What follows belongs to an exercise in optimizing a design on an open flow for small area; a production flow would make more cautious choices.
Where RTL was checked, it was by simulation tests only, not by an equivalence proof against the original.
The clock port is modelled as an ideal driver; clocking choices that lean on that would not hold on a real chip.
Power is estimated from default activity; no workload was simulated.

== sierra ==
==> flow/design.v (excerpt) <==
module dbg_top (
    input  logic              clk,
    input  logic              clr_mcu_reset,
    input  logic              srx,
    output logic              stx,
    output logic              mcu_reset,
    output logic              cu_pause,
    input  logic              cu_pausable,
    input  logic              cu_paused,
    output logic [31:0]       mem_req_addr,
    output logic [31:0]       mem_req_din,
    output logic              mem_req_en,
    output logic              mem_req_we,
    input  logic [31:0]       mem_dout,
    input  logic [31:0]       pc_next
);
Settings: LEC_CHECK=0, CAP_MARGIN=20, CORE_MARGIN=2, CORE_UTILIZATION=40, SLEW_MARGIN=20, SYNTH_HIERARCHICAL=1; clock period 10.0 ns.
standard.sh (not shown) runs the stock make flow with config.mk's settings and CLKGATE_MAP_FILE= SYNTH_SCRIPT=/design/flow/synth_recipe.tcl, a recipe that flattens the netlist after the stock synthesis.
==> flow/flow/run.sh <==
#!/bin/bash
set -euo pipefail
export BUFFER_PORTS_ARGS="-buffer_cell sky130_fd_sc_hd__buf_1"
bash standard.sh synth floorplan place > flow_place.log 2>&1

export PLATFORM_DIR=$FLOW_HOME/platforms/sky130hd
export RES=$PWD/orfs/results/sky130hd/dbg_top/base
base="-sink_clustering_enable -repair_clock_nets -dont_use_dummy_load"
cands=(
  "$base -buf_list sky130_fd_sc_hd__clkbuf_8"
  "$base -buf_list sky130_fd_sc_hd__clkbuf_2"
  "$base -buf_list sky130_fd_sc_hd__clkbuf_4"
  "$base -buf_list sky130_fd_sc_hd__clkbuf_8 -sink_clustering_size 30 -sink_clustering_max_diameter 50"
  "$base -buf_list sky130_fd_sc_hd__clkbuf_16 -sink_clustering_size 30 -sink_clustering_max_diameter 80"
  "$base -buf_list sky130_fd_sc_hd__clkbuf_16 -sink_clustering_size 40 -sink_clustering_max_diameter 100"
  "$base -buf_list sky130_fd_sc_hd__clkbuf_4 -sink_clustering_size 30 -sink_clustering_max_diameter 30"
  "$base -buf_list sky130_fd_sc_hd__clkbuf_8 -sink_clustering_size 30 -sink_clustering_max_diameter 45"
)
for i in "${!cands[@]}"; do
  CTS_TRY="${cands[$i]}" openroad -no_init -exit flow/cts_eval.tcl > cts_eval_$i.log 2>&1 &
  if (( (i + 1) % 4 == 0 )); then wait; fi
done
wait
best=0; best_area=1e9
for i in "${!cands[@]}"; do
  read -r area slew < <(grep '^CTS_EVAL' cts_eval_$i.log | awk '{print $2, $3}') || continue
  echo "candidate $i: area $area slew $slew: ${cands[$i]}" >> cts_choice.log
  if awk -v s="$slew" -v a="$area" -v b="$best_area" 'BEGIN{exit !(s < 0.112 && a < b)}'; then
    best=$i; best_area=$area
  fi
done
echo "chosen $best" >> cts_choice.log
export CTS_ARGS="${cands[$best]}"
bash standard.sh > flow_finish.log 2>&1
==> flow/flow/cts_eval.tcl <==
# Try one clock tree setting on the placed design and print its buffer area and
# the worst flip-flop clock-pin slew. Nothing is written back.
read_lef $::env(PLATFORM_DIR)/lef/sky130_fd_sc_hd.tlef
read_lef $::env(PLATFORM_DIR)/lef/sky130_fd_sc_hd_merged.lef
read_liberty $::env(PLATFORM_DIR)/lib/sky130_fd_sc_hd__tt_025C_1v80.lib
read_db $::env(RES)/3_place.odb
read_sdc $::env(RES)/3_place.sdc
source $::env(PLATFORM_DIR)/setRC.tcl
set a0 [rsz::design_area]
eval clock_tree_synthesis $::env(CTS_TRY)
set_propagated_clock [all_clocks]
estimate_parasitics -placement
set a1 [rsz::design_area]
set mx 0
foreach pin [get_pins -hierarchical */CLK] {
  foreach p {slew_max_rise slew_max_fall} {
    set s [get_property $pin $p]
    if {$s > $mx} {set mx $s}
  }
}
puts "CTS_EVAL [expr {($a1-$a0)*1e12}] $mx"
[inputs] fjord vs sierra
diff --git a/flow/design.v b/flow/design.v
--- a/flow/design.v
+++ b/flow/design.v
@@ -345,30 +345,30 @@
         end
     end
     always_ff @(posedge clk) begin
         if (!tx_busy && tx_send) begin
             tx_src <= next_src;
         end
     end
     logic [31:0] bp_addr [8];
     logic [7:0]  bp_valid;
-    always_ff @(posedge clk) begin
-        if (clr_mcu_reset) begin
-            bp_valid <= '0;
-        end else if (hb_set) begin
-            bp_valid[r_acc[2:0]] <= 1'b1;
-        end else if (hb_clr) begin
-            bp_valid[r_acc[2:0]] <= 1'b0;
+    logic [7:0] bp_sel;
+    always_comb begin
+        for (int i = 0; i < 8; i++) begin
+            bp_sel[i] = (r_acc[2:0] == i);
         end
     end
     always_ff @(posedge clk) begin
-        if (hb_set) begin
-            bp_addr[r_acc[2:0]] <= rx_word;
+        for (int i = 0; i < 8; i++) begin
+            bp_valid[i] <= !clr_mcu_reset && ((hb_set && bp_sel[i]) || (bp_valid[i] && !(hb_clr && bp_sel[i])));
+            if (hb_set && bp_sel[i]) begin
+                bp_addr[i] <= rx_word;
+            end
         end
     end
     bp_match u_bp_match (
         .bp_addr     ({bp_addr[7], bp_addr[6], bp_addr[5], bp_addr[4],
                        bp_addr[3], bp_addr[2], bp_addr[1], bp_addr[0]}),
         .bp_valid    (bp_valid),
         .pc_next     (pc_next),
         .cu_pausable (cu_pausable),
         .hb_pause    (hb_pause)
### Flow results
- fjord finished all stages; the layout is clean.
- sierra closes out successfully: all stages finished, all timing, DRC and antenna checks passed.
- Combinational cell fraction of total power ends up higher on sierra.
- fjord against sierra; clock buffer count from CTS is down slightly.
- Buffer count excluding the clock tree in the final layout (sierra / fjord): 1.07
- The maximum fanout encountered on the critical timing path was comparable across sierra and fjord.
- Hold slack in fjord is 0.011 ns below sierra.
- Diff sierra -> fjord: adder-cell area share of the yosys netlist roughly the same; depth of the most critical reg-to-reg path lower; routed wire length higher; post-synthesis instance area lower; slew at the pin with the worst max-slew slack higher.
- fjord ends up with lower cell area than sierra does.
- Worst setup slack after layout for fjord: 0.0057 ns down relative to sierra
- Against sierra, fjord comes in 0.30 points higher on overall fraction of global-route tracks in use.
- fjord ends up with higher met1 track demand over resource than sierra does.
- For fjord, the critical-path cell with the highest stage delay was sky130_fd_sc_hd__nor4_1, unlike sierra, where it was sky130_fd_sc_hd__buf_1.
Only the layout flow was run in sierra; the RTL was not checked for function there.

[port drivers added, routing unchanged]
Ports are ideal in the flow. The routed layouts listed here were re-timed in OpenROAD. Step 1 assumes that a clkbuf_16 drives the clock port and a buf_2 every other input. Step 2 adds t to the input delays and takes it off the output delays; t is the mean of the earliest and latest rising clock arrival at the registers after step 1. Input paths then give back, and output paths get back, about the clock's delay inside the block. a / b / c = no drivers / after step 1 / after step 2; a / b = the first two.
run | t (ns) | setup WS [ns] | worst register clock-pin slew, ns | worst data-port slew with drivers (ns)
sierra | 1.048 | 3.188 / 3.157 / 3.157 | 0.11 / 0.11 | 0.05
fjord | 1.056 | 3.182 / 3.158 / 3.158 | 0.11 / 0.11 | 0.06
After both steps every run listed still meets setup and hold. The setup slack of sierra, which loses most, moves by -0.031 ns with the drivers and by -0.031 ns with both steps.
